Source: an optimization exercise on an open RTL-to-GDS flow (aim: small area and few clock cycles per item). Production flows keep margins and buffers that such runs may drop. Only simulation tests tie the RTL to the original design; equivalence was not proved. Power and IR drop assume default switching activity.

File: design/flow/run.sh
#!/bin/bash
# synth_recipe.tcl (not shown) runs the flow's synth.tcl, then flattens the netlist and writes it again
# the make line also repeats each setting of config.mk as NAME=value (left out here)
make -C /OpenROAD-flow-scripts/flow DESIGN_CONFIG=/design/flow/config.mk WORK_HOME=/design/flow/orfs CLKGATE_MAP_FILE= SYNTH_SCRIPT=/design/flow/synth_recipe.tcl finish
File: design/flow/constraint.sdc
create_clock -name core_clock -period 6.4 [get_ports {CLK}]
set_input_delay 1.2800 -clock core_clock [delete_from_list [all_inputs] [get_ports {CLK}]]
set_output_delay 1.2800 -clock core_clock [all_outputs]
set_load 0.01 [all_outputs]
File: design/flow/design.v
  localparam int lane_width = 8;
  localparam int lane_count = 8;
  localparam int code_w     = 7;  
  localparam logic [1:0] kind_data  = 2'd0;
  localparam logic [1:0] kind_ctrl  = 2'd1;
  localparam logic [1:0] kind_start = 2'd2;
  localparam logic [1:0] kind_term  = 2'd3;
  localparam logic [lane_width-1:0] char_idle    = 8'h07;
  localparam logic [lane_width-1:0] char_start   = 8'hfb;
  localparam logic [lane_width-1:0] char_term    = 8'hfd;
  localparam logic [lane_width-1:0] char_error   = 8'hfe;
  localparam logic [lane_width-1:0] char_order   = 8'h9c;  
  localparam logic [lane_width-1:0] char_fsig    = 8'h5c;  
  localparam logic [lane_width-1:0] char_idle_r  = 8'h1c;
  localparam logic [lane_width-1:0] char_idle_a  = 8'h7c;
  localparam logic [lane_width-1:0] char_idle_k  = 8'hbc;
  localparam logic [lane_width-1:0] char_code_3c = 8'h3c;
  localparam logic [lane_width-1:0] char_code_dc = 8'hdc;
  localparam logic [lane_width-1:0] char_code_f7 = 8'hf7;
  localparam logic [6:0] ctl_idle   = 7'h00;
  localparam logic [6:0] ctl_idle_a = 7'h4b;
  localparam logic [6:0] ctl_idle_k = 7'h55;
  localparam logic [6:0] ctl_idle_r = 7'h2d;
  localparam logic [6:0] ctl_3c     = 7'h33;
  localparam logic [6:0] ctl_dc     = 7'h66;
  localparam logic [6:0] ctl_f7     = 7'h78;
  localparam logic [6:0] ctl_error  = 7'h1e;
  localparam int block_width   = 66;
  localparam int payload_width = 64;
  localparam int scram_width   = 58;
  localparam logic [1:0] sync_data = 2'b10;
  localparam logic [1:0] sync_ctrl = 2'b01;
  localparam logic [3:0] order_fsig = 4'hf;
  localparam logic [7:0] type_ctrl       = 8'h1e;  
  localparam logic [7:0] type_ctrl_ord   = 8'h2d;
  localparam logic [7:0] type_ctrl_start = 8'h33;
  localparam logic [7:0] type_ord_start  = 8'h66;
  localparam logic [7:0] type_ord_ord    = 8'h55;
  localparam logic [7:0] type_start      = 8'h78;
  localparam logic [7:0] type_ord_ctrl   = 8'h4b;
  localparam logic [63:0] type_term = 64'hff_e1_d2_cc_b4_aa_99_87;
`timescale 1ns/1ps
module control_lane_decoder (
  input  logic [7:0] lane_char,
  input  logic       is_ctrl,
  output logic       is_data,
  output logic       is_cntl,   
  output logic       is_start,
  output logic       is_term,
  output logic       is_order,
  output logic       is_fsig,
  output logic [6:0] ctl_code
);
  localparam int lane_width = 8;
  localparam int lane_count = 8;
  localparam int code_w     = 7;  
  localparam logic [1:0] kind_data  = 2'd0;
  localparam logic [1:0] kind_ctrl  = 2'd1;
  localparam logic [1:0] kind_start = 2'd2;
  localparam logic [1:0] kind_term  = 2'd3;
  localparam logic [lane_width-1:0] char_idle    = 8'h07;
  localparam logic [lane_width-1:0] char_start   = 8'hfb;
  localparam logic [lane_width-1:0] char_term    = 8'hfd;
  localparam logic [lane_width-1:0] char_error   = 8'hfe;
  localparam logic [lane_width-1:0] char_order   = 8'h9c;  
  localparam logic [lane_width-1:0] char_fsig    = 8'h5c;  
  localparam logic [lane_width-1:0] char_idle_r  = 8'h1c;
  localparam logic [lane_width-1:0] char_idle_a  = 8'h7c;
  localparam logic [lane_width-1:0] char_idle_k  = 8'hbc;
  localparam logic [lane_width-1:0] char_code_3c = 8'h3c;
  localparam logic [lane_width-1:0] char_code_dc = 8'hdc;
  localparam logic [lane_width-1:0] char_code_f7 = 8'hf7;
  localparam logic [6:0] ctl_idle   = 7'h00;
  localparam logic [6:0] ctl_idle_a = 7'h4b;
  localparam logic [6:0] ctl_idle_k = 7'h55;
  localparam logic [6:0] ctl_idle_r = 7'h2d;
  localparam logic [6:0] ctl_3c     = 7'h33;
  localparam logic [6:0] ctl_dc     = 7'h66;
  localparam logic [6:0] ctl_f7     = 7'h78;
  localparam logic [6:0] ctl_error  = 7'h1e;
  localparam int block_width   = 66;
  localparam int payload_width = 64;
  localparam int scram_width   = 58;
  localparam logic [1:0] sync_data = 2'b10;
  localparam logic [1:0] sync_ctrl = 2'b01;
  localparam logic [3:0] order_fsig = 4'hf;
  localparam logic [7:0] type_ctrl       = 8'h1e;  
  localparam logic [7:0] type_ctrl_ord   = 8'h2d;
  localparam logic [7:0] type_ctrl_start = 8'h33;
  localparam logic [7:0] type_ord_start  = 8'h66;
  localparam logic [7:0] type_ord_ord    = 8'h55;
  localparam logic [7:0] type_start      = 8'h78;
  localparam logic [7:0] type_ord_ctrl   = 8'h4b;
  localparam logic [63:0] type_term = 64'hff_e1_d2_cc_b4_aa_99_87;
  assign is_data  = !is_ctrl;
  assign is_start = is_ctrl && lane_char == char_start;
  assign is_term  = is_ctrl && lane_char == char_term;
  assign is_order = is_ctrl && (lane_char == char_order || lane_char == char_fsig);
  assign is_cntl  = is_ctrl && !is_start && !is_term && !is_order;
  assign is_fsig  = lane_char[6];  
  always_comb
    case (lane_char)
      char_idle:    ctl_code = ctl_idle;
      char_idle_a:  ctl_code = ctl_idle_a;
      char_idle_k:  ctl_code = ctl_idle_k;
      char_idle_r:  ctl_code = ctl_idle_r;
      char_code_3c: ctl_code = ctl_3c;
      char_code_dc: ctl_code = ctl_dc;
      char_code_f7: ctl_code = ctl_f7;
      default:      ctl_code = ctl_error;
    endcase
endmodule
`timescale 1ns/1ps
module block_encoder (
  input  logic [63:0] in_data,
  input  logic [7:0]  in_ctrl,
  output logic        blk_ctrl,
  output logic [63:0] blk_payload
);
  localparam int lane_width = 8;
  localparam int lane_count = 8;
  localparam int code_w     = 7;  
  localparam logic [1:0] kind_data  = 2'd0;
  localparam logic [1:0] kind_ctrl  = 2'd1;
  localparam logic [1:0] kind_start = 2'd2;
  localparam logic [1:0] kind_term  = 2'd3;
  localparam logic [lane_width-1:0] char_idle    = 8'h07;
  localparam logic [lane_width-1:0] char_start   = 8'hfb;
  localparam logic [lane_width-1:0] char_term    = 8'hfd;
  localparam logic [lane_width-1:0] char_error   = 8'hfe;
  localparam logic [lane_width-1:0] char_order   = 8'h9c;  
  localparam logic [lane_width-1:0] char_fsig    = 8'h5c;  
  localparam logic [lane_width-1:0] char_idle_r  = 8'h1c;
  localparam logic [lane_width-1:0] char_idle_a  = 8'h7c;
  localparam logic [lane_width-1:0] char_idle_k  = 8'hbc;
  localparam logic [lane_width-1:0] char_code_3c = 8'h3c;
  localparam logic [lane_width-1:0] char_code_dc = 8'hdc;
  localparam logic [lane_width-1:0] char_code_f7 = 8'hf7;
  localparam logic [6:0] ctl_idle   = 7'h00;
  localparam logic [6:0] ctl_idle_a = 7'h4b;
  localparam logic [6:0] ctl_idle_k = 7'h55;
  localparam logic [6:0] ctl_idle_r = 7'h2d;
  localparam logic [6:0] ctl_3c     = 7'h33;
  localparam logic [6:0] ctl_dc     = 7'h66;
  localparam logic [6:0] ctl_f7     = 7'h78;
  localparam logic [6:0] ctl_error  = 7'h1e;
  localparam int block_width   = 66;
  localparam int payload_width = 64;
  localparam int scram_width   = 58;
  localparam logic [1:0] sync_data = 2'b10;
  localparam logic [1:0] sync_ctrl = 2'b01;
  localparam logic [3:0] order_fsig = 4'hf;
  localparam logic [7:0] type_ctrl       = 8'h1e;  
  localparam logic [7:0] type_ctrl_ord   = 8'h2d;
  localparam logic [7:0] type_ctrl_start = 8'h33;
  localparam logic [7:0] type_ord_start  = 8'h66;
  localparam logic [7:0] type_ord_ord    = 8'h55;
  localparam logic [7:0] type_start      = 8'h78;
  localparam logic [7:0] type_ord_ctrl   = 8'h4b;
  localparam logic [63:0] type_term = 64'hff_e1_d2_cc_b4_aa_99_87;
  logic [7:0]  d, c, s, t, o, f;
  logic [55:0] codes;
  logic        f_cc, f_co, f_cs, f_os, f_oo, f_s, f_oc, f_err;
  logic [7:0]  f_t;
  logic [7:0]  use_code;   
  logic [7:0]  use_data;   
  logic [7:0]  use_shift;  
  logic [7:0]  blk_type;
  for (genvar i = 0; i < lane_count; i++)
  begin : g_lane
    control_lane_decoder decoder_i (
      .lane_char (in_data[i*lane_width +: lane_width]),
      .is_ctrl   (in_ctrl[i]),
      .is_data   (d[i]),
      .is_cntl   (c[i]),
      .is_start  (s[i]),
      .is_term   (t[i]),
      .is_order  (o[i]),
      .is_fsig   (f[i]),
      .ctl_code  (codes[i*code_w +: code_w])
    );
  end
  assign f_cc = &c;
  assign f_co = &c[3:0] && o[4] && &d[7:5];
  assign f_cs = &c[3:0] && s[4] && &d[7:5];
  assign f_os = o[0] && &d[3:1] && s[4] && &d[7:5];
  assign f_oo = o[0] && &d[3:1] && o[4] && &d[7:5];
  assign f_s  = s[0] && &d[7:1];
  assign f_oc = o[0] && &d[3:1] && &c[7:4];
  for (genvar i = 0; i < lane_count; i++)
  begin : g_term
    if (i == 0)
      assign f_t[i] = t[i] && &c[7:i+1];
    else if (i == lane_count - 1)
      assign f_t[i] = &d[i-1:0] && t[i];
    else
      assign f_t[i] = &d[i-1:0] && t[i] && &c[7:i+1];
  end
  assign f_err = !(f_cc || f_co || f_cs || f_os || f_oo || f_s || f_oc || |f_t);
  always_comb
  begin
    use_code = {4'h0, {4{f_co || f_cs}}} | {{4{f_oc}}, 4'h0} | {8{f_cc}};
    use_data = {{3{f_co || f_cs || f_os || f_oo}}, 1'b0, {3{f_os || f_oo || f_oc}}, 1'b0}
             | {{7{f_s}}, 1'b0};
    use_shift = '0;
    for (int k = 0; k < lane_count; k++)
    begin
      for (int i = 0; i < lane_count; i++)
      begin
        if (i > k)
          use_code[i] = use_code[i] | f_t[k];
        if (i < k)
          use_shift[i] = use_shift[i] | f_t[k];
      end
    end
  end
  always_comb
  begin
    blk_type = 8'h00;
    if (f_cc || f_err) blk_type = blk_type | type_ctrl;
    if (f_co) blk_type = blk_type | type_ctrl_ord;
    if (f_cs) blk_type = blk_type | type_ctrl_start;
    if (f_os) blk_type = blk_type | type_ord_start;
    if (f_oo) blk_type = blk_type | type_ord_ord;
    if (f_s)  blk_type = blk_type | type_start;
    if (f_oc) blk_type = blk_type | type_ord_ctrl;
    for (int k = 0; k < lane_count; k++)
      if (f_t[k]) blk_type = blk_type | type_term[8*k +: 8];
  end
  always_comb
  begin
    blk_ctrl = in_ctrl != '0;
    blk_payload = '0;
    for (int i = 1; i < lane_count; i++)
      if (use_data[i])
        blk_payload[8*i +: 8] = blk_payload[8*i +: 8] | in_data[8*i +: 8];
    for (int i = 0; i < lane_count - 1; i++)
      if (use_shift[i])
        blk_payload[8*i+8 +: 8] = blk_payload[8*i+8 +: 8] | in_data[8*i +: 8];
    for (int i = 0; i < lane_count; i++)
      if (use_code[i])
        blk_payload[8+7*i +: 7] = blk_payload[8+7*i +: 7] | codes[7*i +: 7];
      else if (f_err)
        blk_payload[8+7*i +: 7] = blk_payload[8+7*i +: 7] | ctl_error;
    if (f_os || f_oo || f_oc)
      blk_payload[32 +: 4] = blk_payload[32 +: 4] | {4{f[0]}};
    if (f_co || f_oo)
      blk_payload[36 +: 4] = blk_payload[36 +: 4] | {4{f[4]}};
    blk_payload[7:0] = blk_type;
    if (!blk_ctrl)
      blk_payload = in_data;
  end
endmodule
`timescale 1ns/1ps
module block_fifo #(
  parameter int WIDTH = 65
) (
  input  logic             CLK,
  input  logic             reset,
  input  logic             wr_valid,
  input  logic [WIDTH-1:0] wr_data,
  output logic [WIDTH-1:0] newest,
  output logic             head_valid,
  output logic             head_next,   
  output logic [WIDTH-1:0] head_data,
  input  logic             pop
);
  logic [WIDTH-1:0] e0, e1, e2, e3;
  logic             v0, v1, v2, v3;
  logic             rdy1, rdy2, rdy3;
  logic             m01, m12, m23;
  assign rdy3 = !v3 || pop;
  assign m23  = v2 && rdy3;
  assign rdy2 = !v2 || m23;
  assign m12  = v1 && rdy2;
  assign rdy1 = !v1 || m12;
  assign m01  = v0 && rdy1;
  assign newest = e0;
  assign head_valid = v3;
  assign head_next = m23 || (v3 && !pop);
  assign head_data = e3;
  always_ff @(posedge CLK)
  begin
    if (reset)
    begin
      v0 <= 1'b0;
      v1 <= 1'b0;
      v2 <= 1'b0;
      v3 <= 1'b0;
    end
    else
    begin
      v0 <= wr_valid || (v0 && !m01);
      v1 <= m01 || (v1 && !m12);
      v2 <= m12 || (v2 && !m23);
      v3 <= head_next;
    end
    if (reset)
      e0 <= '0;
    else if (wr_valid)
      e0 <= wr_data;
    if (m01)
      e1 <= e0;
    if (m12)
      e2 <= e1;
    if (m23)
      e3 <= e2;
  end
endmodule
`timescale 1ns/1ps
module block_scrambler (
  input  logic [57:0] state,
  input  logic [63:0] payload,
  output logic [63:0] scrambled
);
  localparam int lane_width = 8;
  localparam int lane_count = 8;
  localparam int code_w     = 7;  
  localparam logic [1:0] kind_data  = 2'd0;
  localparam logic [1:0] kind_ctrl  = 2'd1;
  localparam logic [1:0] kind_start = 2'd2;
  localparam logic [1:0] kind_term  = 2'd3;
  localparam logic [lane_width-1:0] char_idle    = 8'h07;
  localparam logic [lane_width-1:0] char_start   = 8'hfb;
  localparam logic [lane_width-1:0] char_term    = 8'hfd;
  localparam logic [lane_width-1:0] char_error   = 8'hfe;
  localparam logic [lane_width-1:0] char_order   = 8'h9c;  
  localparam logic [lane_width-1:0] char_fsig    = 8'h5c;  
  localparam logic [lane_width-1:0] char_idle_r  = 8'h1c;
  localparam logic [lane_width-1:0] char_idle_a  = 8'h7c;
  localparam logic [lane_width-1:0] char_idle_k  = 8'hbc;
  localparam logic [lane_width-1:0] char_code_3c = 8'h3c;
  localparam logic [lane_width-1:0] char_code_dc = 8'hdc;
  localparam logic [lane_width-1:0] char_code_f7 = 8'hf7;
  localparam logic [6:0] ctl_idle   = 7'h00;
  localparam logic [6:0] ctl_idle_a = 7'h4b;
  localparam logic [6:0] ctl_idle_k = 7'h55;
  localparam logic [6:0] ctl_idle_r = 7'h2d;
  localparam logic [6:0] ctl_3c     = 7'h33;
  localparam logic [6:0] ctl_dc     = 7'h66;
  localparam logic [6:0] ctl_f7     = 7'h78;
  localparam logic [6:0] ctl_error  = 7'h1e;
  localparam int block_width   = 66;
  localparam int payload_width = 64;
  localparam int scram_width   = 58;
  localparam logic [1:0] sync_data = 2'b10;
  localparam logic [1:0] sync_ctrl = 2'b01;
  localparam logic [3:0] order_fsig = 4'hf;
  localparam logic [7:0] type_ctrl       = 8'h1e;  
  localparam logic [7:0] type_ctrl_ord   = 8'h2d;
  localparam logic [7:0] type_ctrl_start = 8'h33;
  localparam logic [7:0] type_ord_start  = 8'h66;
  localparam logic [7:0] type_ord_ord    = 8'h55;
  localparam logic [7:0] type_start      = 8'h78;
  localparam logic [7:0] type_ord_ctrl   = 8'h4b;
  localparam logic [63:0] type_term = 64'hff_e1_d2_cc_b4_aa_99_87;
  localparam int tap = 39;  
  localparam int chain_w = scram_width + payload_width;
  logic [chain_w-1:0] chain;
  always_comb
  begin
    chain = '0;
    chain[scram_width-1:0] = state;
    for (int i = 0; i < payload_width; i++)
      chain[scram_width + i] = payload[i] ^ chain[scram_width - tap + i] ^ chain[i];
  end
  assign scrambled = chain[chain_w-1 -: payload_width];
endmodule
`timescale 1ns/1ps
module pcs_tx_top #(
  parameter int DEPTH = 4,
  parameter int OUT_CREDITS = 4
) (
  input  logic        CLK,
  input  logic        reset,
  input  logic        in_valid,
  input  logic [63:0] in_data,
  input  logic [7:0]  in_ctrl,
  output logic        in_credit,
  input  logic        out_credit,
  output logic        out_valid,
  output logic [65:0] out_block
);
  localparam int lane_width = 8;
  localparam int lane_count = 8;
  localparam int code_w     = 7;  
  localparam logic [1:0] kind_data  = 2'd0;
  localparam logic [1:0] kind_ctrl  = 2'd1;
  localparam logic [1:0] kind_start = 2'd2;
  localparam logic [1:0] kind_term  = 2'd3;
  localparam logic [lane_width-1:0] char_idle    = 8'h07;
  localparam logic [lane_width-1:0] char_start   = 8'hfb;
  localparam logic [lane_width-1:0] char_term    = 8'hfd;
  localparam logic [lane_width-1:0] char_error   = 8'hfe;
  localparam logic [lane_width-1:0] char_order   = 8'h9c;  
  localparam logic [lane_width-1:0] char_fsig    = 8'h5c;  
  localparam logic [lane_width-1:0] char_idle_r  = 8'h1c;
  localparam logic [lane_width-1:0] char_idle_a  = 8'h7c;
  localparam logic [lane_width-1:0] char_idle_k  = 8'hbc;
  localparam logic [lane_width-1:0] char_code_3c = 8'h3c;
  localparam logic [lane_width-1:0] char_code_dc = 8'hdc;
  localparam logic [lane_width-1:0] char_code_f7 = 8'hf7;
  localparam logic [6:0] ctl_idle   = 7'h00;
  localparam logic [6:0] ctl_idle_a = 7'h4b;
  localparam logic [6:0] ctl_idle_k = 7'h55;
  localparam logic [6:0] ctl_idle_r = 7'h2d;
  localparam logic [6:0] ctl_3c     = 7'h33;
  localparam logic [6:0] ctl_dc     = 7'h66;
  localparam logic [6:0] ctl_f7     = 7'h78;
  localparam logic [6:0] ctl_error  = 7'h1e;
  localparam int block_width   = 66;
  localparam int payload_width = 64;
  localparam int scram_width   = 58;
  localparam logic [1:0] sync_data = 2'b10;
  localparam logic [1:0] sync_ctrl = 2'b01;
  localparam logic [3:0] order_fsig = 4'hf;
  localparam logic [7:0] type_ctrl       = 8'h1e;  
  localparam logic [7:0] type_ctrl_ord   = 8'h2d;
  localparam logic [7:0] type_ctrl_start = 8'h33;
  localparam logic [7:0] type_ord_start  = 8'h66;
  localparam logic [7:0] type_ord_ord    = 8'h55;
  localparam logic [7:0] type_start      = 8'h78;
  localparam logic [7:0] type_ord_ctrl   = 8'h4b;
  localparam logic [63:0] type_term = 64'hff_e1_d2_cc_b4_aa_99_87;
  localparam int cnt_w = $clog2(OUT_CREDITS + 1);
  logic        enc_ctrl;
  logic [63:0] enc_payload;
  logic [63:0] scr_payload;
  logic [64:0] newest;
  logic        head_valid;
  logic        head_next;
  logic [cnt_w-1:0] credits_next;
  logic [64:0] head;
  logic        pop;
  logic [cnt_w-1:0] credits;
  block_encoder block_encoder_i (
    .in_data     (in_data),
    .in_ctrl     (in_ctrl),
    .blk_ctrl    (enc_ctrl),
    .blk_payload (enc_payload)
  );
  block_scrambler block_scrambler_i (
    .state     (newest[64:7]),
    .payload   (enc_payload),
    .scrambled (scr_payload)
  );
  block_fifo #(
    .WIDTH (65)
  ) block_fifo_i (
    .CLK        (CLK),
    .reset      (reset),
    .wr_valid   (in_valid),
    .wr_data    ({scr_payload, enc_ctrl}),
    .newest     (newest),
    .head_valid (head_valid),
    .head_next  (head_next),
    .head_data  (head),
    .pop        (pop)
  );
  assign pop = head_valid && credits != '0;
  assign out_valid = pop;
  assign in_credit = head_next && credits_next != '0;
  assign out_block = {head[64:1], !head[0], head[0]};
  always_comb
  begin
    credits_next = credits;
    if (pop && !out_credit)
      credits_next = credits - 1'b1;
    else if (!pop && out_credit)
      credits_next = credits + 1'b1;
  end
  always_ff @(posedge CLK)
  begin
    if (reset)
      credits <= OUT_CREDITS;
    else
      credits <= credits_next;
  end
endmodule
File: design/flow/config.mk
export PLATFORM = sky130hd
export DESIGN_NAME = pcs_tx_top
export DESIGN_NICKNAME = pcs_tx_top
export VERILOG_FILES = /design/flow/design.v
export SDC_FILE = /design/flow/constraint.sdc
export NUM_CORES = 4
export LEC_CHECK = 0
export CAP_MARGIN = 20
export CORE_MARGIN = 2
export CORE_UTILIZATION = 40
export SLEW_MARGIN = 20
==> results of run 1 <==
-- per-stage QoR --
step	utilization [%]	cell area, um2	instances	hold WS [ps]	setup WS, ps
after floorplan	-	14000	1309	400	70.7
after global placement	45.9	15900	1850	401	720
after detailed placement	45.9	15900	1850	405	687
after CTS	48.5	16800	1895	414	1190
after global routing	48.5	16800	1895	419	958
final	48.5	16800	1895	413	1100
-- where the power goes --
part	internal (mW)	leakage (nW)	switching [mW]
combinational	0.267	2.79	0.337
clock	0.988	0.434	0.606
sequential	1.98	2.41	0.102
total	3.23	5.64	1.05
-- state kept, by name, summed over array words and instances, names as in the netlist --
name,flops
block_fifo_i.e0,65
block_fifo_i.e1,65
block_fifo_i.e2,65
block_fifo_i.e3,65
credits,3
block_fifo_i.v0,1
block_fifo_i.v1,1
block_fifo_i.v2,1
block_fifo_i.v3,1
-- per-layer routing --
layer | GRT usage [%] | vias to the layer above | share of wire, %
li1 | - | 5156 | -
met1 | 31.7 | 5201 | 44
met2 | 34.2 | 416 | 45
met3 | 3.05 | 90 | 6.8
met4 | 8.96 | 0 | 4.3
met5 | 0 | - | 0
-- worst register-to-register path, cell delays in order (launching register included) --
cell and delay [ps]:
dfxtp_1 380, inv_1 70, ha_1 200, ha_1 240
and3_1 260, a21boi_4 170, buf_4 630
-- logic make-up after synthesis --
family	Yosys count
AO/OA/AOI/OAI	318
XOR/XNOR	137
adder cells (fa/ha/maj)	3
buffers and inverters	94
flip-flops	267
multiplexers	33
AND/OR/NAND/NOR	457
-- Yosys cell counts, drive strengths merged (5+ instances only) --
cell,instances
a22oi,12
nand2b,19
xor2,29
a221oi,17
nand4,12
mux2,5
mux2i,28
and4,5
buf,21
o21bai,5
o31a,6
dfxtp,72
a21o,6
o22ai,13
clkbuf,54
xnor2,105
o21ai,49
nor4,11
and3,11
nor2b,7
or3,13
o211ai,12
and2,8
a21oi,65
o31ai,8
a22o,12
nand3b,12
nor3,33
nand3,42
nor2,145
nand2,105
inv,18
a211oi,43
a31oi,23
nand4b,10
edfxtp,195
and4b,6
-- final cells by class --
cell class	instances	area, um2	share of cell area (%)
inverters	19	71.3	0.426
flip-flops and latches	267	7300	43.5
clock inverters	13	228	1.36
clock buffers	32	672	4.01
repair buffers	161	1560	9.30
multi-input cells	948	6360	38.0
well taps	455	569	3.40
-- final timing paths --
kind	to	cells past startpoint
setup / recovery	block_fifo_i.e0[43]	11
setup reg to reg	block_fifo_i.e1[18]	6
hold / removal	block_fifo_i.e2[54]	0
hold reg to reg	block_fifo_i.e2[54]	0
==> flow_metrics.env, run 1 <==
export IMPL_outcome="no timing/DRC/antenna violations"
export IMPL_cts_tree="done"
export IMPL_ys_types=104
export IMPL_cts_buffers=25
export IMPL_crit_required_ps=6810
export IMPL_num_antenna_cells=0
export IMPL_max_freq_mhz=189
export IMPL_vias_per_cell=5.73
export IMPL_ys_seq_area_share_pct=52.0
export IMPL_regToRegSetupSlack_ps=3970
export IMPL_htree_levels=1
export IMPL_final_common_cell="edfxtp_1"
export IMPL_synth_compound_area_share_pct=16.8
export IMPL_layout_common_cells="edfxtp_1 (195), nor2_1 (145), clkdlybuf4s50_1 (141)"
export IMPL_critPathKind="in -> reg"
export IMPL_synthAdderAreaFrac_pct=0.268
export IMPL_row_count=68
export IMPL_drv_slew=0
export IMPL_path_cells="clkdlybuf4s50_1, nand4_1, o311a_1, o2111ai_1, o31ai_2, a21oi_2, nand3_4, a41oi_1, xnor2_1, xnor2_1, a211oi_1"
export IMPL_clk_latency_ps=510
export IMPL_dieArea_um2=36600
export IMPL_cp_top_family="compound AO/OA/AOI/OAI gates"
export IMPL_cp_common_cell="xnor2_1"
export IMPL_maxCapViolations=0
export IMPL_critPathLaunch="in_data[54]"
export IMPL_ys_seq_elements=267
export IMPL_syn_area_per_cell_um2=10.7
export IMPL_tightestPinTransition_ps=951
export IMPL_fill_cells=3184
export IMPL_cts_root_buf="clkbuf_16"
export IMPL_r2r_start="credits[0]"
export IMPL_async_flop_share_pct=0
export IMPL_synth_area_leaders="edfxtp_1 (42%), dfxtp_1 (10%), xnor2_1 (6.5%)"
export IMPL_syn_area_um2=14000
export IMPL_core_um2=34500
export IMPL_die_w_um=191
export IMPL_setup_tns_ps=0
export IMPL_area_growth_synth_to_final_pct=19.5
export IMPL_fin_crit_sh_pct=82.7
export IMPL_grt_usage_pct=22.3
export IMPL_synthFlopType="edfxtp_1"
export IMPL_grt_pass1_vias=10073
export IMPL_leakage_nw=5.64
export IMPL_fin_nets=1501
export IMPL_vias=10863
export IMPL_yosys_area_top_type_share_pct=41.8
export IMPL_grt_antenna_before_repair=0
export IMPL_cts_sinks=267
export IMPL_finalCriticalPeriod_ps=5300
export IMPL_wl_um=41000
export IMPL_routabilityCongestion=0.971
export IMPL_synthCells=1309
export IMPL_end_kind="flop"
export IMPL_port_buffer_count=143
export IMPL_grt_overflow=0
export IMPL_synth_xor_area_share_pct=8.91
export IMPL_start_util_pct=40.6
export IMPL_synth_top_family_by_area="compound AO/OA/AOI/OAI gates"
export IMPL_yosysWarnings=5
export IMPL_die_y_um=191
export IMPL_fin_skew_ps=16.7
export IMPL_place_hpwl_um=31000
export IMPL_p_per_area_nw_per_um2=255
export IMPL_critPathLaunchType="input port"
export IMPL_synth_top_area_cell="edfxtp_1"
export IMPL_cts_buffer_depth=3
export IMPL_ant_nets=0
export IMPL_post_cts_resized=0
export IMPL_hp_class="reg -> reg"
export IMPL_total_power_mw=4.28
export IMPL_dr_pass1_iters=6
export IMPL_avgRoutedWirePerCell_um=21.6
export IMPL_drive_gt1_share_pct=7.43
export IMPL_rsz0062_at_grt="no"
export IMPL_irDropWorstVdd_uv=173
export IMPL_synth_simple_area_share_pct=16.8
export IMPL_syn_nets=1388
export IMPL_cp_slowest_cell="o31ai_2"
export IMPL_finalHoldViolCount=0
export IMPL_path_buf_inv=1
export IMPL_io_pins=144
export IMPL_drtIter0Drc=1137
export IMPL_synth_edff_count=195
export IMPL_grt_max_degree=72
export IMPL_hp_start="block_fifo_i.e1[54]"
export IMPL_slew_headroom_pct=34.9
export IMPL_ctsHoldBuffers=0
export IMPL_synth_mux_area_fraction_pct=2.40
export IMPL_grt_pass1_wl_um=61800
export IMPL_finalSetupViolCount=0
export IMPL_post_cts_buffers=0
export IMPL_arrival_ps=5710
export IMPL_max_stage_delay_ps=860
export IMPL_worstPathMaxFanout=28
export IMPL_drc=0
export IMPL_path_clk_slew_ps=60
Testbench counts, summed over its fixed seeds: cycles 12,032, words 12,000.
==> run 2: changes to the inputs <==
--- a/design/flow/design.v
+++ b/design/flow/design.v
@@ -94,19 +94,26 @@
   localparam logic [63:0] type_term = 64'hff_e1_d2_cc_b4_aa_99_87;
+  logic lo_c, lo_7, hi_0, hi_f;
+  logic x, y, z;
+  logic sel_c, idle, f7, other;
+  assign lo_c = lane_char[3:0] == 4'hc;
+  assign lo_7 = lane_char[3:0] == 4'h7;
+  assign hi_0 = lane_char[7:4] == 4'h0;
+  assign hi_f = lane_char[7:4] == 4'hf;
+  assign {x, y, z} = lane_char[7:5];
   assign is_data  = !is_ctrl;
-  assign is_start = is_ctrl && lane_char == char_start;
-  assign is_term  = is_ctrl && lane_char == char_term;
-  assign is_order = is_ctrl && (lane_char == char_order || lane_char == char_fsig);
+  assign is_start = is_ctrl && hi_f && lane_char[3:0] == 4'hb;
+  assign is_term  = is_ctrl && hi_f && lane_char[3:0] == 4'hd;
+  assign is_order = is_ctrl && lo_c && lane_char[4] && !z && (x != y);
   assign is_cntl  = is_ctrl && !is_start && !is_term && !is_order;
-  assign is_fsig  = lane_char[6];  
+  assign is_fsig  = y;  
+  assign sel_c = lo_c && lane_char[4] && !(x && y && z);
+  assign idle  = lo_7 && hi_0;
+  assign f7    = lo_7 && hi_f;
+  assign other = !idle && !f7;
   always_comb
-    case (lane_char)
-      char_idle:    ctl_code = ctl_idle;
-      char_idle_a:  ctl_code = ctl_idle_a;
-      char_idle_k:  ctl_code = ctl_idle_k;
-      char_idle_r:  ctl_code = ctl_idle_r;
-      char_code_3c: ctl_code = ctl_3c;
-      char_code_dc: ctl_code = ctl_dc;
-      char_code_f7: ctl_code = ctl_f7;
-      default:      ctl_code = ctl_error;
-    endcase
+    if (sel_c)
+      ctl_code = {x || y, !(z && (x || y)), z && !y, !x && (y == z), x || !z,
+                  x ? y : z, !(x && y)};
+    else
+      ctl_code = {f7, f7, !idle, !idle, other, other, 1'b0};
 endmodule
@@ -162,7 +169,7 @@
   logic [55:0] codes;
-  logic        f_cc, f_co, f_cs, f_os, f_oo, f_s, f_oc, f_err;
+  logic        lo_c, lo_o, lo_s, lo_d, lo_t;
+  logic        hi_c, hi_o, hi_s, hi_d, hi_t;
+  logic        f_cc, f_co, f_cs, f_os, f_oo, f_s, f_oc, f_d;
   logic [7:0]  f_t;
-  logic [7:0]  use_code;   
-  logic [7:0]  use_data;   
-  logic [7:0]  use_shift;  
+  logic        any_t, valid, plain;
   logic [7:0]  blk_type;
@@ -182,36 +189,35 @@
   end
-  assign f_cc = &c;
-  assign f_co = &c[3:0] && o[4] && &d[7:5];
-  assign f_cs = &c[3:0] && s[4] && &d[7:5];
-  assign f_os = o[0] && &d[3:1] && s[4] && &d[7:5];
-  assign f_oo = o[0] && &d[3:1] && o[4] && &d[7:5];
-  assign f_s  = s[0] && &d[7:1];
-  assign f_oc = o[0] && &d[3:1] && &c[7:4];
-  for (genvar i = 0; i < lane_count; i++)
+  assign lo_c = &c[3:0];
+  assign lo_o = o[0] && &d[3:1];
+  assign lo_s = s[0] && &d[3:1];
+  assign lo_d = &d[3:0];
+  assign hi_c = &c[7:4];
+  assign hi_o = o[4] && &d[7:5];
+  assign hi_s = s[4] && &d[7:5];
+  assign hi_d = &d[7:4];
+  for (genvar k = 0; k < lane_count; k++)
   begin : g_term
-    if (i == 0)
-      assign f_t[i] = t[i] && &c[7:i+1];
-    else if (i == lane_count - 1)
-      assign f_t[i] = &d[i-1:0] && t[i];
+    localparam int b = k < 4 ? 0 : 4;
+    logic below, above;
+    if (k == b)
+      assign below = 1'b1;
     else
-      assign f_t[i] = &d[i-1:0] && t[i] && &c[7:i+1];
-  end
-  assign f_err = !(f_cc || f_co || f_cs || f_os || f_oo || f_s || f_oc || |f_t);
-  always_comb
-  begin
-    use_code = {4'h0, {4{f_co || f_cs}}} | {{4{f_oc}}, 4'h0} | {8{f_cc}};
-    use_data = {{3{f_co || f_cs || f_os || f_oo}}, 1'b0, {3{f_os || f_oo || f_oc}}, 1'b0}
-             | {{7{f_s}}, 1'b0};
-    use_shift = '0;
-    for (int k = 0; k < lane_count; k++)
-    begin
-      for (int i = 0; i < lane_count; i++)
-      begin
-        if (i > k)
-          use_code[i] = use_code[i] | f_t[k];
-        if (i < k)
-          use_shift[i] = use_shift[i] | f_t[k];
-      end
-    end
+      assign below = &d[k-1:b];
+    if (k == b + 3)
+      assign above = 1'b1;
+    else
+      assign above = &c[b+3:k+1];
+    assign f_t[k] = below && t[k] && above && (k < 4 ? hi_c : lo_d);
   end
+  assign any_t = |f_t;
+  assign f_cc = lo_c && hi_c;
+  assign f_co = lo_c && hi_o;
+  assign f_cs = lo_c && hi_s;
+  assign f_os = lo_o && hi_s;
+  assign f_oo = lo_o && hi_o;
+  assign f_oc = lo_o && hi_c;
+  assign f_s  = lo_s && hi_d;
+  assign f_d  = lo_d && hi_d;
+  assign plain = f_cc || f_co || f_cs || f_os || f_oo || f_oc || f_s || f_d;
+  assign valid = plain || any_t;
   always_comb
@@ -219,3 +225,3 @@
     blk_type = 8'h00;
-    if (f_cc || f_err) blk_type = blk_type | type_ctrl;
+    if (f_cc || !valid) blk_type = blk_type | type_ctrl;
     if (f_co) blk_type = blk_type | type_ctrl_ord;
@@ -231,22 +237,20 @@
   begin
-    blk_ctrl = in_ctrl != '0;
+    blk_ctrl = !f_d;
     blk_payload = '0;
-    for (int i = 1; i < lane_count; i++)
-      if (use_data[i])
+    blk_payload[7:0] = blk_type;
+    for (int i = 0; i < lane_count; i++)
+    begin
+      if (d[i] && plain)
         blk_payload[8*i +: 8] = blk_payload[8*i +: 8] | in_data[8*i +: 8];
-    for (int i = 0; i < lane_count - 1; i++)
-      if (use_shift[i])
+      if (i < lane_count - 1 && d[i] && any_t)
         blk_payload[8*i+8 +: 8] = blk_payload[8*i+8 +: 8] | in_data[8*i +: 8];
-    for (int i = 0; i < lane_count; i++)
-      if (use_code[i])
+      if (c[i] && valid)
         blk_payload[8+7*i +: 7] = blk_payload[8+7*i +: 7] | codes[7*i +: 7];
-      else if (f_err)
+      if (!valid)
         blk_payload[8+7*i +: 7] = blk_payload[8+7*i +: 7] | ctl_error;
-    if (f_os || f_oo || f_oc)
+    end
+    if (o[0] && valid)
       blk_payload[32 +: 4] = blk_payload[32 +: 4] | {4{f[0]}};
-    if (f_co || f_oo)
+    if (o[4] && valid)
       blk_payload[36 +: 4] = blk_payload[36 +: 4] | {4{f[4]}};
-    blk_payload[7:0] = blk_type;
-    if (!blk_ctrl)
-      blk_payload = in_data;
   end
@@ -255,3 +259,4 @@
 module block_fifo #(
-  parameter int WIDTH = 65
+  parameter int WIDTH = 65,
+  parameter int HIST = 58
 ) (
@@ -298,5 +303,7 @@
     if (reset)
-      e0 <= '0;
+      e0[WIDTH-1 -: HIST] <= '0;
     else if (wr_valid)
-      e0 <= wr_data;
+      e0[WIDTH-1 -: HIST] <= wr_data[WIDTH-1 -: HIST];
+    if (wr_valid)
+      e0[WIDTH-HIST-1:0] <= wr_data[WIDTH-HIST-1:0];
     if (m01)
==> run 2 against run 1 <==
Compared with the run above: sequential share of layout area rose by 2.0 points; first-iteration DRC count is 15% lower; hold slack got worse by 5.8 ps; routed wire length shrank 9.1%; combinational power down 3%; setup slack lost 130 ps; critical endpoint is now block_fifo_i.e0[51].
==> flow_metrics.env, run 2 <==
export IMPL_syn_area_um2=13200
export IMPL_dpl_cell_count=1698
export IMPL_ys_types=83
export IMPL_fin_area_um2=16200
export IMPL_grt_overflow=0
export IMPL_area_growth_synth_to_final_pct=22.4
export IMPL_drive_gt1_share_pct=9.26
export IMPL_grt_pass1_wl_um=56300
export IMPL_grt_max_degree=75
export IMPL_grt_antenna_before_repair=0
export IMPL_ys_seq_elements=267
export IMPL_core_um2=32500
export IMPL_drv_slew=0
export IMPL_dieArea_um2=34500
export IMPL_arrival_ps=5840
export IMPL_place_hpwl_um=28100
export IMPL_finalHoldViolCount=0
export IMPL_slew_headroom_pct=32.0
export IMPL_row_count=66
export IMPL_clk_latency_ps=530
export IMPL_post_cts_resized=0
export IMPL_critPathKind="in -> reg"
export IMPL_cts_buffers=27
export IMPL_ys_seq_area_share_pct=55.7
export IMPL_leakage_nw=5.62
export IMPL_finalSetupViolCount=0
export IMPL_fin_nets=1388
export IMPL_vias=9829
export IMPL_synth_area_leaders="edfxtp_1 (46%), dfxtp_1 (9.8%), xnor2_1 (5.8%)"
export IMPL_drtIter0Drc=966
export IMPL_setup_tns_ps=0
export IMPL_async_flop_share_pct=0
export IMPL_synth_top_area_cell="edfxtp_1"
export IMPL_maxCapViolations=0
export IMPL_final_cells=1748
export IMPL_io_pins=144
export IMPL_yosys_area_top_type_share_pct=45.9
export IMPL_hold_depth=0
export IMPL_synth_edff_count=202
export IMPL_worst_slack_ps=979
export IMPL_ant_nets=0
export IMPL_syn_area_per_cell_um2=11.7
export IMPL_grt_pass1_vias=9185
export IMPL_fin_crit_sh_pct=84.7
export IMPL_die_w_um=186
export IMPL_path_clk_slew_ps=60
export IMPL_worstPathMaxFanout=14
export IMPL_cts_sinks=267
export IMPL_cts_tree="done"
export IMPL_synthCells=1133
export IMPL_final_common_cell="edfxtp_1"
export IMPL_routabilityCongestion=0.918
export IMPL_placed_area_um2=15200
export IMPL_post_place_ws_ps=587
export IMPL_yosysWarnings=9
export IMPL_avgRoutedWirePerCell_um=21.3
export IMPL_hp_class="reg -> reg"
export IMPL_fin_skew_ps=32.0
export IMPL_p_per_area_nw_per_um2=266
export IMPL_cts_buffer_depth=3
export IMPL_num_antenna_cells=0
export IMPL_start_util_pct=40.6
export IMPL_critPathLaunchType="input port"
export IMPL_irDropWorstVdd_uv=161
export IMPL_r2r_cells=6
export IMPL_layout_common_cells="edfxtp_1 (202), clkdlybuf4s50_1 (141), nor2_1 (91)"
export IMPL_port_buffer_count=143
export IMPL_htree_levels=1
export IMPL_crit_required_ps=6820
export IMPL_cts_root_buf="clkbuf_16"
export IMPL_drc=0
export IMPL_vias_per_cell=5.62
export IMPL_syn_nets=1236
export IMPL_synth_most_common_cell="edfxtp_1"
export IMPL_tightestPinTransition_ps=1020
export IMPL_grt_usage_pct=21.6
export IMPL_synth_top_cells_by_count="edfxtp_1 (202), nor2_1 (91), xnor2_1 (87), dfxtp_1 (65), a21oi_1 (62)"
export IMPL_end_kind="flop"
export IMPL_post_cts_buffers=0
export IMPL_ctsHoldBuffers=0
export IMPL_wl_um=37300
export IMPL_synthFlopType="edfxtp_1"
export IMPL_die_y_um=186
export IMPL_dr_pass1_iters=7
export IMPL_outcome="no timing/DRC/antenna violations"
export IMPL_finalCriticalPeriod_ps=5420
export IMPL_max_freq_mhz=184
export IMPL_rsz0062_at_grt="no"
[run 2: changes by cell type in the layout (fill, tap and decap cells not counted), sizes merged, moves of 10 or more]
cell,change
or4,+12
mux2i,-13
nor2,-54
a31o,+10
o21ai,-27
xnor2,-16
inv,+24
nand2,-47
a31oi,-18
ha,+24
buf,+14
[run 2: power breakdown]
part / switching (mW) / leakage, nW / total, mW / internal [mW]
combinational: 0.309 / 2.73 / 0.585 / 0.276
sequential: 0.100 / 2.42 / 2.09 / 1.99
clock: 0.640 / 0.466 / 1.63 / 0.993
total: 1.05 / 5.62 / 4.31 / 3.26
[run 2: per-stage QoR]
step                util, %  hold slack, ps  total power, mW
detailed placement     46.8             405             2.71
CTS                    49.7             410             4.35
global route           49.7             415             4.48
floorplan                 -             400             2.48
finish                 49.7             407             4.31
global placement       46.8             402             2.70
[run 2: cell families after synthesis]
group | count (synthesis) | synth area share [%]
AOI/OAI and AO/OA | 264 | 14.9
adders and majority gates | 27 | 2.56
and+or+nand+nor | 349 | 14.2
xor gates and xnor gates | 119 | 8.52
muxes | 15 | 1.14
buffers and inverters | 92 | 2.94
DFF | 267 | 55.7
[run 2: cell type report]
cell class	count	area, um2
fillers	2941	16400
flip-flops and latches	267	7370
multi-input cells	774	5500
repair buffers	175	1660
clock buffers	34	743
well taps	442	553
clock inverters	16	206
inverters	40	150
[run 2: final timing paths]
kind,start,to,slack (ps)
setup / recovery,in_data[30],block_fifo_i.e0[51],980
hold / removal,block_fifo_i.e2[47],block_fifo_i.e3[47],410
setup reg to reg,credits[0],block_fifo_i.e1[47],3980
hold reg to reg,block_fifo_i.e2[47],block_fifo_i.e3[47],410
[run 2: critical path, stage by stage]
cell and delay (ps):
clkdlybuf4s50_1 540, ha_1 310, and4_1 260, nand3_1 90, nand3_1 250, o41ai_1 780, a21oi_2 360, nor2_1 850
a222oi_1 320, buf_4 240, xnor2_1 150, or3_1 310, o311ai_0 90
[run 2: metal layers]
layer | track usage [%] | up-vias | part of all wire (%)
li1 | - | 4633 | -
met1 | 30.8 | 4721 | 45
met2 | 34.6 | 424 | 46
met3 | 3.17 | 51 | 7.3
met4 | 4.98 | 0 | 2.2
met5 | 0 | - | 0
Testbench counts of run 2, summed over its fixed seeds: cycles 12,032, words 12,000.
==> run 3: changes to the inputs <==
--- a/design/flow/config.mk
+++ b/design/flow/config.mk
@@ -9,3 +9,6 @@
 export CORE_MARGIN = 2
-export CORE_UTILIZATION = 40
+export CORE_UTILIZATION = 65
+export CTS_BUF_LIST = sky130_fd_sc_hd__clkbuf_16
+export CTS_CLUSTER_DIAMETER = 60
+export CTS_CLUSTER_SIZE = 30
 export SLEW_MARGIN = 20
==> run 3 against run 2 <==
Compared with the run above: largest power group unchanged; via count is 6.2% higher; flip-flop and latch count is the same; clock power decreased by 37%; setup slack improved by 48 ps; area after synthesis did not move; count of clock-buffer cells in the layout down 19; die area is 38% lower; critical path type unchanged; synthesized cell count stayed put; hold slack gained 9.8 ps; register-to-register slack lost 50 ps.
==> flow_metrics.env, run 3 <==
export IMPL_port_buffer_count=143
export IMPL_synth_most_common_cell="edfxtp_1"
export IMPL_end_kind="flop"
export IMPL_crit_required_ps=6800
export IMPL_grt_max_degree=76
export IMPL_cts_buffer_depth=3
export IMPL_cp_slowest_cell="or4_1"
export IMPL_maxCapViolations=0
export IMPL_finalHoldViolCount=0
export IMPL_timing_hold_ws_ps=417
export IMPL_cp_top_family="simple AND/OR/NAND/NOR gates"
export IMPL_cts_tree="done"
export IMPL_outcome="no timing/DRC/antenna violations"
export IMPL_ys_types=83
export IMPL_syn_nets=1236
export IMPL_p_per_area_nw_per_um2=243
export IMPL_dr_pass1_iters=7
export IMPL_synth_top_cells_by_count="edfxtp_1 (202), nor2_1 (91), xnor2_1 (87), dfxtp_1 (65), a21oi_1 (62)"
export IMPL_p_int_mw=2.72
export IMPL_netSwitchingPower_mw=1.03
export IMPL_place_hpwl_um=27200
export IMPL_finalSetupViolCount=0
export IMPL_drtIter0Drc=1531
export IMPL_regToRegSetupSlack_ps=3930
export IMPL_seqPwrFrac_pct=56.1
export IMPL_cts_buffers=14
export IMPL_grt_pass1_wl_um=58600
export IMPL_leakage_nw=5.35
export IMPL_ctsHoldBuffers=0
export IMPL_synth_edff_count=202
export IMPL_path_cells="clkdlybuf4s50_1, inv_1, ha_1, nor2b_1, nand4_1, nand3_2, or4_1, a31oi_2, nor3_1, buf_4, a211o_1, xnor2_1, xnor3_1, a211oi_1"
export IMPL_fin_crit_sh_pct=84.0
export IMPL_syn_area_per_cell_um2=11.7
export IMPL_routabilityCongestion=1.01
export IMPL_clockPowerShare_pct=27.3
export IMPL_synth_area_leaders="edfxtp_1 (46%), dfxtp_1 (9.8%), xnor2_1 (5.8%)"
export IMPL_num_antenna_cells=0
export IMPL_die_w_um=147
export IMPL_avgRoutedWirePerCell_um=24.7
export IMPL_tightestPinTransition_ps=1110
export IMPL_row_count=52
export IMPL_htree_levels=1
export IMPL_drc=0
export IMPL_combPwrFrac_pct=16.6
export IMPL_path_buf_inv=3
export IMPL_async_flop_share_pct=0
export IMPL_grt_antenna_before_repair=0
export IMPL_worstPathMaxFanout=12
export IMPL_swShare_pct=27.5
export IMPL_hp_class="reg -> reg"
export IMPL_rsz0062_at_grt="no"
export IMPL_synthCells=1133
export IMPL_cts_root_buf="clkbuf_16"
export IMPL_ys_seq_elements=267
export IMPL_fin_skew_ps=20.4
export IMPL_area_growth_synth_to_final_pct=16.5
export IMPL_vias_per_cell=6.79
export IMPL_synth_top_area_cell="edfxtp_1"
export IMPL_ant_nets=0
export IMPL_grt_usage_pct=35.5
export IMPL_arrival_ps=5770
export IMPL_post_cts_resized=0
export IMPL_synthFlopType="edfxtp_1"
export IMPL_path_clk_slew_ps=110
export IMPL_slew_headroom_pct=24.3
export IMPL_yosysWarnings=9
export IMPL_syn_area_um2=13200
export IMPL_critPathKind="in -> reg"
export IMPL_layout_common_cells="edfxtp_1 (202), clkdlybuf4s50_1 (141), nor2_1 (91)"
export IMPL_wl_um=38000
export IMPL_irDropWorstVdd_uv=165
export IMPL_grt_pass1_vias=9666
export IMPL_core_um2=20100
export IMPL_post_cts_buffers=0
export IMPL_clk_latency_ps=500
export IMPL_max_stage_delay_ps=790
export IMPL_yosys_area_top_type_share_pct=45.9
export IMPL_critPathLaunchType="input port"
export IMPL_drv_slew=0
export IMPL_grt_overflow=0
export IMPL_final_common_cell="edfxtp_1"
export IMPL_ys_seq_area_share_pct=55.7
export IMPL_vias=10443
export IMPL_cts_sinks=267
export IMPL_dieArea_um2=21500
export IMPL_finish_utilization_pct=76.6
export IMPL_max_freq_mhz=186
export IMPL_finalCriticalPeriod_ps=5370
export IMPL_drive_gt1_share_pct=6.86
export IMPL_fin_nets=1365
export IMPL_setup_tns_ps=0
export IMPL_io_pins=144
export IMPL_die_y_um=147
export IMPL_start_util_pct=65.8
-- run 3: changes by cell type in the layout (fill, tap and decap cells not counted), sizes merged --
| cell | change |
|---|---|
| inv | +1 |
| bufinv | -4 |
| clkinv | -5 |
| clkbuf | -19 |
| buf | -10 |
-- run 3: metal layers --
metal	global-route usage (%)	wire (um)	part of all wire, %
met5	0	0	0
met1	49.6	14600	38
met2	55.8	17300	45
met4	14.4	1940	5.1
met3	6.28	4200	11
-- run 3: final timing paths --
path	from	to	cells after the start
worst max-delay path	in_data[55]	block_fifo_i.e0[63]	14
worst min-delay path	block_fifo_i.e2[36]	block_fifo_i.e3[36]	0
worst max register to register	credits[0]	block_fifo_i.e1[9]	6
worst min register to register	block_fifo_i.e2[36]	block_fifo_i.e3[36]	0
-- run 3: layout make-up --
class / count / area (um2)
Sequential cell: 267 / 7370
Multi-Input combinational cell: 774 / 5490
Fill cell: 1168 / 4700
Timing Repair Buffer: 165 / 1590
Clock buffer: 15 / 375
Tap cell: 270 / 338
Inverter: 40 / 150
Clock inverter: 8 / 93.8
-- run 3: cell families after synthesis --
logic type                 count (synthesis)  share of synthesized area, %
buffers and inverters                     92                          2.94
xor gates and xnor gates                 119                          8.52
muxes                                     15                          1.14
adders and majority gates                 27                          2.56
DFF                                      267                          55.7
and+or+nand+nor                          349                          14.2
AOI/OAI and AO/OA                        264                          14.9
-- run 3: per-stage QoR --
stage | power [mW] | std cells | instance area, um2 | worst slack [ps]
2_1_floorplan | 2.48 | 1133 | 13200 | 55.9
3_3_place_gp | 2.67 | 1516 | 14900 | 617
3_5_place_dp | 2.72 | 1516 | 14900 | 634
4_1_cts | 3.72 | 1539 | 15400 | 1150
5_1_grt | 3.84 | 1539 | 15400 | 845
6_report | 3.75 | 1539 | 15400 | 1030
-- run 3: power by group through the flow --
stage	clock network [mW]	registers, mW	logic (mW)
3_5_place_dp	0	2.13	0.588
6_report	1.02	2.10	0.623
2_1_floorplan	0	2.09	0.388
4_1_cts	1.02	2.10	0.607
3_3_place_gp	0	2.12	0.555
5_1_grt	1.08	2.11	0.659
==> run 4: changes to the inputs <==
==> design/flow/flow/run.sh (new file) <==
#!/bin/bash
# the standard layout, with the smallest buffer on each port.
export BUFFER_PORTS_ARGS="-buffer_cell sky130_fd_sc_hd__buf_1"
bash standard.sh > standard.log 2>&1
==> design/flow/standard.sh (new file) <==
#!/bin/bash
# synth_recipe.tcl (not shown) runs the flow's synth.tcl, then flattens the netlist and writes it again
# the make line also repeats each setting of config.mk as NAME=value (left out here)
make -C /OpenROAD-flow-scripts/flow DESIGN_CONFIG=/design/flow/config.mk WORK_HOME=/design/flow/orfs CLKGATE_MAP_FILE= SYNTH_SCRIPT=/design/flow/synth_recipe.tcl "${@:-finish}"
--- a/design/flow/config.mk
+++ b/design/flow/config.mk
@@ -10,5 +10,2 @@
 export CORE_UTILIZATION = 65
-export CTS_BUF_LIST = sky130_fd_sc_hd__clkbuf_16
-export CTS_CLUSTER_DIAMETER = 60
-export CTS_CLUSTER_SIZE = 30
 export SLEW_MARGIN = 20
removed: design/flow/run.sh
==> run 4 against run 3 <==
Compared with the run above: still clean; die area stayed put; non-clock buffer count shrank 6; flip-flop and latch count stayed put; clock skew increased by 19 ps; sequential power about the same; register-to-register slack worse by 50 ps; critical path type unchanged; critical endpoint is now block_fifo_i.e0[31].
==> flow_metrics.env, run 4 <==
export IMPL_ant_nets=0
export IMPL_dieArea_um2=21500
export IMPL_max_stage_delay_ps=780
export IMPL_die_y_um=147
export IMPL_tightestPinTransition_ps=1100
export IMPL_cts_sinks=267
export IMPL_post_place_ws_ps=1080
export IMPL_syn_area_per_cell_um2=11.7
export IMPL_port_buffer_count=143
export IMPL_clk_latency_ps=540
export IMPL_total_power_mw=4.21
export IMPL_arrival_ps=5570
export IMPL_async_flop_share_pct=0
export IMPL_grt_usage_pct=37.4
export IMPL_slew_headroom_pct=24.8
export IMPL_end_kind="flop"
export IMPL_worstPathMaxFanout=12
export IMPL_final_common_cell="edfxtp_1"
export IMPL_synthCells=1133
export IMPL_yosysWarnings=9
export IMPL_ys_types=83
export IMPL_drtIter0Drc=1507
export IMPL_area_growth_synth_to_final_pct=12.1
export IMPL_cp_common_cell="o211ai_1"
export IMPL_grt_overflow=0
export IMPL_max_freq_mhz=193
export IMPL_rsz0062_at_grt="no"
export IMPL_dpl_cell_count=1510
export IMPL_cts_buffer_depth=3
export IMPL_ys_seq_area_share_pct=55.7
export IMPL_fin_skew_ps=39.3
export IMPL_avgRoutedWirePerCell_um=25.7
export IMPL_io_pins=144
export IMPL_synth_top_area_cell="edfxtp_1"
export IMPL_worst_slack_ps=1220
export IMPL_grt_pass1_vias=9934
export IMPL_synthFlopType="edfxtp_1"
export IMPL_fin_nets=1369
export IMPL_vias_per_cell=6.86
export IMPL_drv_slew=0
export IMPL_path_buf_inv=3
export IMPL_die_w_um=147
export IMPL_outcome="no timing/DRC/antenna violations"
export IMPL_post_cts_resized=0
export IMPL_grt_pass1_wl_um=61400
export IMPL_synth_area_leaders="edfxtp_1 (46%), dfxtp_1 (9.8%), xnor2_1 (5.8%)"
export IMPL_finalSetupViolCount=0
export IMPL_drive_gt1_share_pct=7.55
export IMPL_layout_common_cells="edfxtp_1 (202), buf_1 (141), nor2_1 (91)"
export IMPL_setup_tns_ps=0
export IMPL_final_cells=1554
export IMPL_row_count=52
export IMPL_synth_top_cells_by_count="edfxtp_1 (202), nor2_1 (91), xnor2_1 (87), dfxtp_1 (65), a21oi_1 (62)"
export IMPL_placed_area_um2=14000
export IMPL_synth_most_common_cell="edfxtp_1"
export IMPL_grt_antenna_before_repair=0
export IMPL_fin_area_um2=14800
export IMPL_path_clk_slew_ps=80
export IMPL_dr_pass1_iters=8
export IMPL_fin_crit_sh_pct=80.9
export IMPL_ctsHoldBuffers=0
export IMPL_critPathLaunchType="input port"
export IMPL_finalHoldViolCount=0
export IMPL_drc=0
export IMPL_cp_slowest_cell="or4_1"
export IMPL_ys_seq_elements=267
export IMPL_wl_um=40000
export IMPL_cts_root_buf="clkbuf_16"
export IMPL_yosys_area_top_type_share_pct=45.9
export IMPL_crit_required_ps=6790
export IMPL_leakage_nw=5.09
export IMPL_cp_top_family="compound AO/OA/AOI/OAI gates"
export IMPL_fill_cells=1315
export IMPL_syn_nets=1236
export IMPL_core_um2=20100
export IMPL_hp_class="reg -> reg"
export IMPL_grt_max_degree=76
export IMPL_htree_levels=1
export IMPL_start_util_pct=65.8
export IMPL_maxCapViolations=0
export IMPL_vias=10665
export IMPL_synth_edff_count=202
export IMPL_path_cells="buf_1, inv_1, ha_1, nand3b_1, or3_1, o211ai_1, or4_1, a31o_2, buf_4, nand2_1, a22oi_1, o211ai_1, xnor2_1, a211oi_1"
export IMPL_cts_tree="done"
export IMPL_p_per_area_nw_per_um2=284
export IMPL_cts_buffers=24
export IMPL_irDropWorstVdd_uv=192
export IMPL_place_hpwl_um=26600
export IMPL_syn_area_um2=13200
export IMPL_routabilityCongestion=1.00
export IMPL_num_antenna_cells=0
export IMPL_critPathKind="in -> reg"
export IMPL_post_cts_buffers=0
export IMPL_finalCriticalPeriod_ps=5180
==> run 4: changes by cell type in the layout (fill, tap and decap cells not counted), moves of 2 or more <==
cell / before / now
buf_2: 2 / 0
clkbuf_16: 15 / 24
clkbuf_1: 0 / 7
clkdlybuf4s50_1: 141 / 0
buf_4: 22 / 16
clkinv_2: 0 / 4
clkbuf_2: 0 / 2
bufinv_16: 0 / 3
clkbuf_8: 0 / 3
inv_1: 43 / 40
buf_1: 0 / 141
==> run 4: kinds of logic after synthesis <==
logic type	after synthesis	synth area share [%]
and+or+nand+nor	349	14.2
xor gates and xnor gates	119	8.52
AOI/OAI and AO/OA	264	14.9
muxes	15	1.14
DFF	267	55.7
adders and majority gates	27	2.56
buffers and inverters	92	2.94
==> run 4: per-stage QoR <==
stage	util [%]	hold WS [ps]
2_1_floorplan	-	400
4_1_cts	73.7	403
3_5_place_dp	69.7	405
3_3_place_gp	69.7	401
5_1_grt	73.7	424
6_report	73.7	403
==> run 4: path summary, 6_finish.rpt <==
kind	start	end	slack [ps]	depth (start not counted)
max	in_data[38]	block_fifo_i.e0[31]	1220	14
min	block_fifo_i.e1[54]	block_fifo_i.e2[54]	400	0
max reg2reg	credits[0]	block_fifo_i.e1[46]	3880	6
min reg2reg	block_fifo_i.e1[54]	block_fifo_i.e2[54]	400	0
==> run 4: worst register-to-register path, cell delays in order (launching register included) <==
cell and delay [ps]:
dfxtp_1 410, inv_1 70, ha_1 200, ha_1 240, and3_1 260, a21boi_4 170, buf_4 690
==> run 4: cell type report <==
class	count	area [um2]	share of cell area, %
clock buffer	34	668	4.51
clock inverter	10	141	0.954
sequential	267	7370	49.7
multi-input combinational	774	5490	37.1
tap	270	338	2.28
timing repair buffer	159	659	4.45
inverter	40	150	1.01
==> run 4: layer usage <==
metal | part of all wire, % | GRT usage [%] | up-vias
met5 | 0 | 0 | -
met4 | 4.7 | 15.1 | 0
met3 | 12 | 8.19 | 167
met2 | 45 | 57.5 | 871
met1 | 39 | 52.2 | 5029
li1 | - | - | 4598
==> run 4: power by group <==
| group | switching [mW] | internal, mW |
|---|---|---|
| Clock | 0.656 | 0.857 |
| Sequential | 0.116 | 1.99 |
| Combinational | 0.357 | 0.234 |
==> run 5: changes to the inputs <==
==> design/flow/flow/run.sh (replaced) <==
#!/bin/bash
# the standard layout, with the smallest buffer on each port and a clock tree
# of small buffers over small clusters.
export BUFFER_PORTS_ARGS="-buffer_cell sky130_fd_sc_hd__buf_1"
export CTS_ARGS="-sink_clustering_enable -repair_clock_nets -dont_use_dummy_load -sink_clustering_size 10 -sink_clustering_max_diameter 30 -buf_list sky130_fd_sc_hd__clkbuf_4"
bash standard.sh > standard.log 2>&1
==> run 5 against run 4 <==
Compared with the run above: critical path depth stayed put; count of clock-buffer cells in the layout increased by 4; routed wire length shrank 11%; first-iteration DRC count decreased by 8.6%; non-clock buffer count stayed put; final cell count is 0.32% lower; clock skew is 46 ps higher; area after synthesis unchanged; flip-flop and latch count unchanged; combinational power down 5.4%; critical endpoint is now block_fifo_i.e0[54]; register-to-register slack better by 20 ps; hold slack worse by 51 ps.
==> flow_metrics.env, run 5 <==
export IMPL_vias_per_cell=6.61
export IMPL_core_um2=20100
export IMPL_ys_seq_area_share_pct=55.7
export IMPL_synthCells=1133
export IMPL_drc=0
export IMPL_ctsHoldBuffers=0
export IMPL_yosysWarnings=9
export IMPL_routabilityCongestion=1.00
export IMPL_grt_overflow=0
export IMPL_grt_usage_pct=33.5
export IMPL_hp_start="block_fifo_i.e1[53]"
export IMPL_cts_root_buf="clkbuf_4"
export IMPL_grt_pass1_vias=9447
export IMPL_leakage_nw=4.87
export IMPL_ys_types=83
export IMPL_critPathLaunchType="input port"
export IMPL_avgRoutedWirePerCell_um=23.0
export IMPL_cp_top_family="compound AO/OA/AOI/OAI gates"
export IMPL_fin_skew_ps=85.3
export IMPL_cts_buffers=38
export IMPL_irDropWorstVdd_uv=127
export IMPL_timing_hold_ws_ps=352
export IMPL_p_int_mw=2.50
export IMPL_hold_depth=0
export IMPL_max_freq_mhz=204
export IMPL_post_cts_buffers=0
export IMPL_outcome="no timing/DRC/antenna violations"
export IMPL_final_cells=1549
export IMPL_regToRegSetupSlack_ps=3900
export IMPL_dpl_cell_count=1510
export IMPL_rsz0062_at_grt="no"
export IMPL_r2r_cells=6
export IMPL_drive_gt1_share_pct=7.75
export IMPL_p_per_area_nw_per_um2=239
export IMPL_syn_area_per_cell_um2=11.7
export IMPL_drtIter0Drc=1378
export IMPL_r2r_end="block_fifo_i.e1[46]"
export IMPL_ant_nets=0
export IMPL_finalCriticalPeriod_ps=4900
export IMPL_synthFlopType="edfxtp_1"
export IMPL_setup_tns_ps=0
export IMPL_synth_top_area_cell="edfxtp_1"
export IMPL_ys_seq_elements=267
export IMPL_grt_max_degree=76
export IMPL_cts_sinks=267
export IMPL_syn_nets=1236
export IMPL_finalHoldViolCount=0
export IMPL_syn_area_um2=13200
export IMPL_cp_slowest_cell="or4_1"
export IMPL_swShare_pct=26.9
export IMPL_place_hpwl_um=26600
export IMPL_r2r_start="credits[0]"
export IMPL_synth_area_leaders="edfxtp_1 (46%), dfxtp_1 (9.8%), xnor2_1 (5.8%)"
export IMPL_worstPathMaxFanout=12
export IMPL_fill_cells=1452
export IMPL_wl_um=35600
export IMPL_cts_tree="done"
export IMPL_start_util_pct=65.8
export IMPL_critPathKind="in -> reg"
export IMPL_path_cells="buf_1, inv_1, ha_1, nand3b_1, or3_1, o211ai_1, or4_1, a31o_2, buf_4, a21oi_2, a222oi_1, xnor2_1, nor3_1, a311o_1"
export IMPL_fin_crit_sh_pct=76.5
export IMPL_dr_pass1_iters=6
export IMPL_htree_levels=2
export IMPL_hp_class="reg -> reg"
export IMPL_grt_pass1_wl_um=55300
export IMPL_arrival_ps=5370
export IMPL_tightestPinTransition_ps=1050
export IMPL_slew_headroom_pct=29.5
export IMPL_post_cts_resized=0
export IMPL_total_power_mw=3.41
export IMPL_async_flop_share_pct=0
export IMPL_die_y_um=147
export IMPL_seqPwrFrac_pct=61.3
export IMPL_drv_slew=0
export IMPL_synth_edff_count=202
export IMPL_netSwitchingPower_mw=0.918
export IMPL_fin_nets=1383
export IMPL_area_growth_synth_to_final_pct=8.14
export IMPL_crit_required_ps=6870
export IMPL_path_clk_slew_ps=100
export IMPL_min_to="block_fifo_i.e2[53]"
export IMPL_clk_latency_ps=640
export IMPL_clockPowerShare_pct=22.3
export IMPL_finish_utilization_pct=71.1
export IMPL_finalSetupViolCount=0
export IMPL_yosys_area_top_type_share_pct=45.9
export IMPL_path_buf_inv=3
export IMPL_grt_antenna_before_repair=1
export IMPL_row_count=52
export IMPL_combPwrFrac_pct=16.4
export IMPL_final_common_cell="edfxtp_1"
export IMPL_layout_common_cells="edfxtp_1 (202), buf_1 (141), nor2_1 (91)"
export IMPL_dieArea_um2=21500
export IMPL_synth_top_cells_by_count="edfxtp_1 (202), nor2_1 (91), xnor2_1 (87), dfxtp_1 (65), a21oi_1 (62)"
export IMPL_vias=10242
export IMPL_port_buffer_count=143
export IMPL_synth_most_common_cell="edfxtp_1"
export IMPL_cts_buffer_depth=3
export IMPL_maxCapViolations=0
export IMPL_io_pins=144
export IMPL_die_w_um=147
export IMPL_end_kind="flop"
export IMPL_max_stage_delay_ps=780
[run 5: cell types whose count changed in the layout (fill, tap and decap cells not counted), sizes merged]
cell	change
clkinv	-6
clkbuf	+4
bufinv	-3
diode	+1
inv	-1
[run 5: power groups by stage]
| stage | combinational, mW | clock [mW] | sequential (mW) |
|---|---|---|---|
| after global routing | 0.601 | 0.855 | 2.10 |
| final | 0.559 | 0.763 | 2.09 |
| after global placement | 0.515 | 0 | 2.12 |
| after detailed placement | 0.543 | 0 | 2.13 |
| after floorplan | 0.388 | 0 | 2.09 |
| after CTS | 0.548 | 0.776 | 2.09 |
[run 5: metal layers]
layer / global-route usage [%] / vias to the layer above / share of wire, %
met5: 0 / - / 0
met2: 51.6 / 699 / 45
met1: 48.5 / 4812 / 41
li1: - / 4623 / -
met3: 5.75 / 108 / 9.7
met4: 11.9 / 0 / 3.7
[run 5: how the worst max path moves through the flow]
stage / startpoint / end / slack, ps / depth (start not counted)
global placement: in_data[55] / block_fifo_i.e0[62] / 1110 / 14
floorplan: credits[0] / block_fifo_i.e1[0] / 60 / 5
detailed placement: in_data[55] / block_fifo_i.e0[31] / 1080 / 14
finish: in_data[38] / block_fifo_i.e0[54] / 1500 / 14
CTS: in_data[60] / block_fifo_i.e0[54] / 1650 / 11
global route: in_data[55] / block_fifo_i.e0[54] / 1350 / 14
[run 5: metrics by stage]
stage	cell area, um2	setup WS, ps
after floorplan	13200	55.9
after global placement	14000	1110
after detailed placement	14000	1080
after CTS	14300	1650
after global routing	14300	1350
final	14300	1500
[run 5: area by class of cell]
class / instances / area, um2 / share of cell area [%]
inverter: 40 / 150 / 1.05
tap: 270 / 338 / 2.36
multi-input combinational: 774 / 5490 / 38.4
clock buffer: 38 / 285 / 2.00
antenna: 1 / 2.50 / 0.0175
timing repair buffer: 159 / 659 / 4.61
sequential: 267 / 7370 / 51.5
[run 5: cell families (layout without fill, tap and decap cells)]
group | count (synthesis) | in the layout | share of synthesized area, %
xor+xnor | 119 | 119 | 8.52
mux | 15 | 15 | 1.14
simple gates | 349 | 349 | 14.2
other cells | 0 | 1 | 0
flops | 267 | 267 | 55.7
fa+ha+maj | 27 | 27 | 2.56
buf+inv | 92 | 237 | 2.94
compound gates | 264 | 264 | 14.9
[run 5: worst register-to-register path: stages (launching register included)]
cell      delay, ps
dfxtp_1         420
inv_1            70
ha_1            200
ha_1            240
and3_1          260
a21boi_4        170
buf_4           650

==> what the ideal ports hide <==
Ports are ideal in the flow. The routed layouts listed here were re-timed in OpenROAD.
Step 1, drivers: a clkbuf_16 drives CLK and a buf_2 each remaining input, both assumed.
Step 2 also shifts input and output timing later by t, the mid clock arrival at the registers, as if the neighbouring blocks saw the same clock.
Three values: no drivers, after step 1, after step 2; two values: the first two.
run	t (ns)	setup WS [ns]	worst setup path at the end	slew at the worst register clock pin (ns)	worst slew at a driven data input, ns
run 1	0.550	1.105 / 1.121 / 0.571	input to register	0.07 / 0.07	0.05
run 2	0.564	0.979 / 1.007 / 0.443	input to register	0.06 / 0.06	0.04
run 3	0.538	1.027 / 1.052 / 0.513	input to register	0.11 / 0.11	0.05
run 4	0.574	1.222 / 1.253 / 0.680	input to register	0.08 / 0.08	0.05
run 5	0.636	1.501 / 1.524 / 0.888	input to register	0.10 / 0.10	0.05
After both steps every run listed still meets setup and hold. For run 5, which loses most, drivers alone change the setup slack by +0.023 ns; drivers and shift together by -0.613 ns.
